From an optimization exercise on the open Yosys and OpenROAD flow, aimed at small area and a short achievable clock period; shortcuts taken in it are not production practice. In this exercise RTL edits were held to simulation tests only and were not proved equivalent to the original. Power and IR drop assume default switching activity.

==> flow/design.v <==
package llr_pkg;
    localparam int MSG_W    = 6;
    localparam int MAG_W    = MSG_W - 1;
    localparam int IDX_W    = 3;
    localparam int MAX_COLS = 8;
    localparam int REC_W    = 2 * MAG_W + IDX_W + MAX_COLS;
endpackage
package row_ctrl_pkg;
    localparam int LAYER_W = 2;
    localparam int ADDR_W  = 5;
endpackage
module check_msg_mem (
    input  logic        clk,
    input  logic        rst_n,
    input  logic        rd_layer,
    input  logic [4:0]  rd_addr,
    output logic [4:0]  rd_min1,
    output logic [4:0]  rd_min2,
    output logic [7:0]  rd_hit,
    output logic [7:0]  rd_sgn,
    input  logic        wr_en,
    input  logic        wr_layer,
    input  logic [4:0]  wr_addr,
    input  logic [20:0] wr_data
);
    logic [20:0] mem  [0:39];
    logic [39:0] wrt;
    logic [39:0] rsel;
    logic [39:0] wsel;
    logic [20:0] rd;
    logic        rd_wrt;
    for (genvar r = 0; r < 40; r++)
    begin : g_sel
        assign rsel[r] = (rd_layer == (r / 20)) && (rd_addr == (r % 20));
        assign wsel[r] = wr_en && (wr_layer == (r / 20)) && (wr_addr == (r % 20));
    end
    always_ff @(posedge clk)
    begin
        for (int r = 0; r < 40; r++)
        begin
            mem[r] <= (mem[r] & {21{~wsel[r]}}) | (wr_data & {21{wsel[r]}});
            wrt[r] <= rst_n & (wrt[r] | wsel[r]);
        end
    end
    always_comb
    begin
        rd     = '0;
        rd_wrt = 1'b0;
        for (int r = 0; r < 40; r++)
        begin
            rd     = rd | (mem[r] & {21{rsel[r]}});
            rd_wrt = rd_wrt | (wrt[r] & rsel[r]);
        end
    end
    assign rd_min1 = rd[20:16] & {5{rd_wrt}};
    assign rd_min2 = rd[15:11] & {5{rd_wrt}};
    assign rd_sgn  = rd[7:0];
    for (genvar i = 0; i < 8; i++)
    begin : g_hit
        assign rd_hit[i] = (rd[10:8] == i);
    end
endmodule
module check_msg_recover (
    input  logic [4:0]  min1,
    input  logic [4:0]  min2,
    input  logic        hit,        
    input  logic        sg,         
    input  logic [5:0]  l,
    output logic [6:0]  t
);
    logic [4:0] m;
    logic [6:0] b;
    logic [7:0] s;
    assign m = hit ? min2 : min1;
    assign b = sg ? {2'b00, m} : ~{2'b00, m};
    assign s = {l[5], l, 1'b1} + {b, ~sg};
    assign t = s[7:1];
endmodule
module q_sign_mag (
    input  logic [6:0]  t,
    output logic        neg,
    output logic [4:0]  mag
);
    logic [5:0] tn;
    logic [5:0] a;
    assign neg = t[6];
    assign tn  = ~t[5:0] + 6'd1;
    assign a   = t[6] ? tn : t[5:0];
    assign mag = a[5] ? 5'd31 : a[4:0];
endmodule
module min_sum_merge #(
    parameter int IW = 1
) (
    input  logic [4:0]    a1,
    input  logic [4:0]    a2,
    input  logic [IW-1:0] ai,
    input  logic [4:0]    b1,
    input  logic [4:0]    b2,
    input  logic [IW-1:0] bi,
    output logic [4:0]    m1,
    output logic [4:0]    m2,
    output logic [IW:0]   mi
);
    logic c;
    assign c  = b1 < a1;
    assign m1 = c ? b1 : a1;
    assign mi = c ? {1'b1, bi} : {1'b0, ai};
    assign m2 = c ? ((a1 < b2) ? a1 : b2) : ((b1 < a2) ? b1 : a2);
endmodule
module min_sum_pairs (
    input  logic [39:0] mag,
    output logic [3:0]  lt
);
    for (genvar j = 0; j < 4; j++)
    begin : g_lt
        assign lt[j] = mag[5*(2*j+1) +: 5] < mag[5*(2*j) +: 5];
    end
endmodule
module min_sum_quads (
    input  logic [39:0] mag,
    input  logic [3:0]  lt,
    output logic [9:0]  h1,         
    output logic [9:0]  h2,
    output logic [3:0]  hi
);
    logic [4:0] p1 [0:3];
    logic [4:0] p2 [0:3];
    for (genvar j = 0; j < 4; j++)
    begin : g_pair
        assign p1[j] = lt[j] ? mag[5*(2*j+1) +: 5] : mag[5*(2*j) +: 5];
        assign p2[j] = lt[j] ? mag[5*(2*j) +: 5]   : mag[5*(2*j+1) +: 5];
    end
    for (genvar k = 0; k < 2; k++)
    begin : g_quad
        min_sum_merge #(.IW(1)) u_m (
            .a1 (p1[2*k]),   .a2 (p2[2*k]),   .ai (lt[2*k]),
            .b1 (p1[2*k+1]), .b2 (p2[2*k+1]), .bi (lt[2*k+1]),
            .m1 (h1[5*k +: 5]), .m2 (h2[5*k +: 5]), .mi (hi[2*k +: 2])
        );
    end
endmodule
module llr_update (
    input  logic        neg,
    input  logic [4:0]  mag,
    input  logic [4:0]  min1,
    input  logic [4:0]  min2,
    input  logic        hit,        
    input  logic        par,
    output logic        s,
    output logic [4:0]  a
);
    logic [4:0] x;
    logic [4:0] b;
    logic [6:0] ys;
    assign x  = hit ? min2 : mag;
    assign b  = par ? ~min1 : min1;
    assign ys = {1'b0, x, 1'b1} + {1'b0, b, par};
    assign a  = (!par && ys[6]) ? 5'd31 : ys[5:1];
    assign s  = neg ^ (par & hit);
endmodule
module llr_twos (
    input  logic        s,
    input  logic [4:0]  a,
    output logic [5:0]  o
);
    assign o = s ? -{1'b0, a} : {1'b0, a};
endmodule
module siso_row_unit (
    input  logic        clk,
    input  logic        rst_n,
    input  logic        req_valid,
    input  logic        req_layer,
    input  logic [4:0]  req_addr,
    input  logic [47:0] llr_in,
    output logic        rsp_valid,
    output logic        rsp_layer,
    output logic [4:0]  rsp_addr,
    output logic [47:0] llr_out
);
    logic        v    [1:8];
    logic        lay  [1:8];
    logic [4:0]  addr [1:8];
    logic [47:0] l1, l2;
    logic [4:0]  rm1, rm2, rm1_2, rm2_2;
    logic [7:0]  rhit, rsgn, rhit_2, rsgn_2;
    logic [55:0] t, t3;
    logic [7:0]  neg, neg4, neg5, neg6;
    logic [39:0] mag, mag4, mag5, mag6;
    logic [3:0]  lt, lt4;
    logic [9:0]  h1, h2, h1_5, h2_5;
    logic [3:0]  hi, hi_5;
    logic [4:0]  min1, min2, min1_6, min2_6;
    logic [2:0]  idx, idx6;
    logic        par6;
    logic [7:0]  s, s7;
    logic [39:0] a, a7;
    logic [47:0] o;
    always_ff @(posedge clk)
    begin
        v[1]    <= rst_n & req_valid;
        lay[1]  <= req_layer;
        addr[1] <= req_addr;
        for (int k = 2; k <= 8; k++)
        begin
            v[k]    <= rst_n & v[k-1];
            lay[k]  <= lay[k-1];
            addr[k] <= addr[k-1];
        end
    end
    check_msg_mem u_mem (
        .clk      (clk),
        .rst_n    (rst_n),
        .rd_layer (lay[1]),
        .rd_addr  (addr[1]),
        .rd_min1  (rm1),
        .rd_min2  (rm2),
        .rd_hit   (rhit),
        .rd_sgn   (rsgn),
        .wr_en    (v[6]),
        .wr_layer (lay[6]),
        .wr_addr  (addr[6]),
        .wr_data  ({min1_6, min2_6, idx6, neg6 ^ {8{par6}}})
    );
    always_ff @(posedge clk)
    begin
        l1     <= llr_in;
        l2     <= l1;
        rm1_2  <= rm1;
        rm2_2  <= rm2;
        rhit_2 <= rhit;
        rsgn_2 <= rsgn;
    end
    for (genvar i = 0; i < 8; i++)
    begin : g_rec
        check_msg_recover u_rec (
            .min1 (rm1_2),
            .min2 (rm2_2),
            .hit  (rhit_2[i]),
            .sg   (rsgn_2[i]),
            .l    (l2[6*i +: 6]),
            .t    (t[7*i +: 7])
        );
    end
    always_ff @(posedge clk)
        t3 <= t;
    for (genvar i = 0; i < 8; i++)
    begin : g_q
        q_sign_mag u_q (
            .t   (t3[7*i +: 7]),
            .neg (neg[i]),
            .mag (mag[5*i +: 5])
        );
    end
    min_sum_pairs u_pairs (
        .mag (mag),
        .lt  (lt)
    );
    always_ff @(posedge clk)
    begin
        neg4 <= neg;
        mag4 <= mag;
        lt4  <= lt;
    end
    min_sum_quads u_quads (
        .mag (mag4),
        .lt  (lt4),
        .h1  (h1),
        .h2  (h2),
        .hi  (hi)
    );
    always_ff @(posedge clk)
    begin
        neg5 <= neg4;
        mag5 <= mag4;
        h1_5 <= h1;
        h2_5 <= h2;
        hi_5 <= hi;
    end
    min_sum_merge #(.IW(2)) u_row (
        .a1 (h1_5[4:0]), .a2 (h2_5[4:0]), .ai (hi_5[1:0]),
        .b1 (h1_5[9:5]), .b2 (h2_5[9:5]), .bi (hi_5[3:2]),
        .m1 (min1),    .m2 (min2),    .mi (idx)
    );
    always_ff @(posedge clk)
    begin
        neg6   <= neg5;
        mag6   <= mag5;
        min1_6 <= min1;
        min2_6 <= min2;
        idx6   <= idx;
        par6   <= ^neg5;
    end
    for (genvar i = 0; i < 8; i++)
    begin : g_upd
        llr_update u_upd (
            .neg  (neg6[i]),
            .mag  (mag6[5*i +: 5]),
            .min1 (min1_6),
            .min2 (min2_6),
            .hit  (idx6 == i),
            .par  (par6),
            .s    (s[i]),
            .a    (a[5*i +: 5])
        );
    end
    always_ff @(posedge clk)
    begin
        s7 <= s;
        a7 <= a;
    end
    for (genvar i = 0; i < 8; i++)
    begin : g_out
        llr_twos u_twos (
            .s (s7[i]),
            .a (a7[5*i +: 5]),
            .o (o[6*i +: 6])
        );
    end
    always_ff @(posedge clk)
    begin
        if (rst_n && v[7])
            llr_out <= o;
        else
            llr_out <= '0;
    end
    assign rsp_valid = v[8];
    assign rsp_layer = lay[8];
    assign rsp_addr  = addr[8];
endmodule
module ldpc_row_top (
    input  logic        clk,
    input  logic        rst_n,
    input  logic        req_valid,
    input  logic [1:0]  req_layer,
    input  logic [4:0]  req_addr,
    input  logic [47:0] llr_in,
    output logic        rsp_valid,
    output logic [1:0]  rsp_layer,
    output logic [4:0]  rsp_addr,
    output logic [47:0] llr_out
);
    logic rsp_layer0;
    siso_row_unit u_row (
        .clk       (clk),
        .rst_n     (rst_n),
        .req_valid (req_valid),
        .req_layer (req_layer[0]),
        .req_addr  (req_addr),
        .llr_in    (llr_in),
        .rsp_valid (rsp_valid),
        .rsp_layer (rsp_layer0),
        .rsp_addr  (rsp_addr),
        .llr_out   (llr_out)
    );
    assign rsp_layer = {1'b0, rsp_layer0};
endmodule
make LEC_CHECK=0 CAP_MARGIN=20 CORE_MARGIN=2 CORE_UTILIZATION=40 SETUP_SLACK_MARGIN=3.5 SLEW_MARGIN=20 finish   # period 6.0 ns
run.sh (not shown) runs the stock make flow with config.mk's settings and CLKGATE_MAP_FILE= SYNTH_SCRIPT=/design/flow/synth_recipe.tcl, a recipe that flattens the netlist after the stock synthesis.
Then changed:
--- a/flow/design.v
+++ b/flow/design.v
@@ -9,33 +9,32 @@
     localparam int LAYER_W = 2;
     localparam int ADDR_W  = 5;
 endpackage
 module check_msg_mem (
     input  logic        clk,
     input  logic        rst_n,
-    input  logic        rd_layer,
-    input  logic [4:0]  rd_addr,
+    input  logic [9:0]  rd_grp,     
+    input  logic [3:0]  rd_sub,     
     output logic [4:0]  rd_min1,
     output logic [4:0]  rd_min2,
     output logic [7:0]  rd_hit,
     output logic [7:0]  rd_sgn,
-    input  logic        wr_en,
-    input  logic        wr_layer,
-    input  logic [4:0]  wr_addr,
+    input  logic [9:0]  wr_grp,     
+    input  logic [3:0]  wr_sub,
     input  logic [20:0] wr_data
 );
     logic [20:0] mem  [0:39];
     logic [39:0] wrt;
     logic [39:0] rsel;
     logic [39:0] wsel;
     logic [20:0] rd;
     logic        rd_wrt;
     for (genvar r = 0; r < 40; r++)
     begin : g_sel
-        assign rsel[r] = (rd_layer == (r / 20)) && (rd_addr == (r % 20));
-        assign wsel[r] = wr_en && (wr_layer == (r / 20)) && (wr_addr == (r % 20));
+        assign rsel[r] = rd_grp[r / 4] & rd_sub[r % 4];
+        assign wsel[r] = wr_grp[r / 4] & wr_sub[r % 4];
     end
     always_ff @(posedge clk)
     begin
         for (int r = 0; r < 40; r++)
         begin
             mem[r] <= (mem[r] & {21{~wsel[r]}}) | (wr_data & {21{wsel[r]}});
@@ -177,12 +176,14 @@
     output logic [4:0]  rsp_addr,
     output logic [47:0] llr_out
 );
     logic        v    [1:8];
     logic        lay  [1:8];
     logic [4:0]  addr [1:8];
+    logic [9:0]  rgrp1, wgrp6;
+    logic [3:0]  rsub1, wsub6;
     logic [47:0] l1, l2;
     logic [4:0]  rm1, rm2, rm1_2, rm2_2;
     logic [7:0]  rhit, rsgn, rhit_2, rsgn_2;
     logic [55:0] t, t3;
     logic [7:0]  neg, neg4, neg5, neg6;
     logic [39:0] mag, mag4, mag5, mag6;
@@ -204,24 +205,36 @@
         begin
             v[k]    <= rst_n & v[k-1];
             lay[k]  <= lay[k-1];
             addr[k] <= addr[k-1];
         end
     end
+    always_ff @(posedge clk)
+    begin
+        for (int g = 0; g < 10; g++)
+        begin
+            rgrp1[g] <= (req_layer == (g / 5)) && (req_addr[4:2] == (g % 5));
+            wgrp6[g] <= rst_n && v[5] && (lay[5] == (g / 5)) && (addr[5][4:2] == (g % 5));
+        end
+        for (int b = 0; b < 4; b++)
+        begin
+            rsub1[b] <= (req_addr[1:0] == b);
+            wsub6[b] <= (addr[5][1:0] == b);
+        end
+    end
     check_msg_mem u_mem (
         .clk      (clk),
         .rst_n    (rst_n),
-        .rd_layer (lay[1]),
-        .rd_addr  (addr[1]),
+        .rd_grp   (rgrp1),
+        .rd_sub   (rsub1),
         .rd_min1  (rm1),
         .rd_min2  (rm2),
         .rd_hit   (rhit),
         .rd_sgn   (rsgn),
-        .wr_en    (v[6]),
-        .wr_layer (lay[6]),
-        .wr_addr  (addr[6]),
+        .wr_grp   (wgrp6),
+        .wr_sub   (wsub6),
         .wr_data  ({min1_6, min2_6, idx6, neg6 ^ {8{par6}}})
     );
     always_ff @(posedge clk)
     begin
         l1     <= llr_in;
         l2     <= l1;
What happened: The changed run passed the timing, DRC and antenna checks. Setup slack gains 0.12 ns. Power grows slightly. Global-route usage falls by 0.68 points. Critical path depth decreases by 2. Routed wire length decreases slightly. Count of clock-buffer cells in the layout goes up by 6.

## re-timing with driven ports
Ports are ideal in the flow. The routed layouts listed here were re-timed in OpenROAD.
Step 1 assumes that a clkbuf_16 drives the clock port and a buf_2 every other input.
Step 2 adds t to the input delays and takes it off the output delays; t is the mean of the earliest and latest rising clock arrival at the registers after step 1. Input paths then give back, and output paths get back, about the clock's delay inside the block.
Slacks: ideal ports / drivers / drivers and shift; pairs: ideal ports / drivers.
run	t (ns)	slack for setup (ns)	worst data-port slew with drivers (ns)
the first run	0.863	3.369 / 3.369 / 2.852	0.05
the second run	0.843	3.491 / 3.491 / 3.008	0.06
After both steps setup and hold are still met in every run listed. For the first run, which loses most, drivers alone change the setup slack by 0.000 ns; drivers and shift together by -0.517 ns.
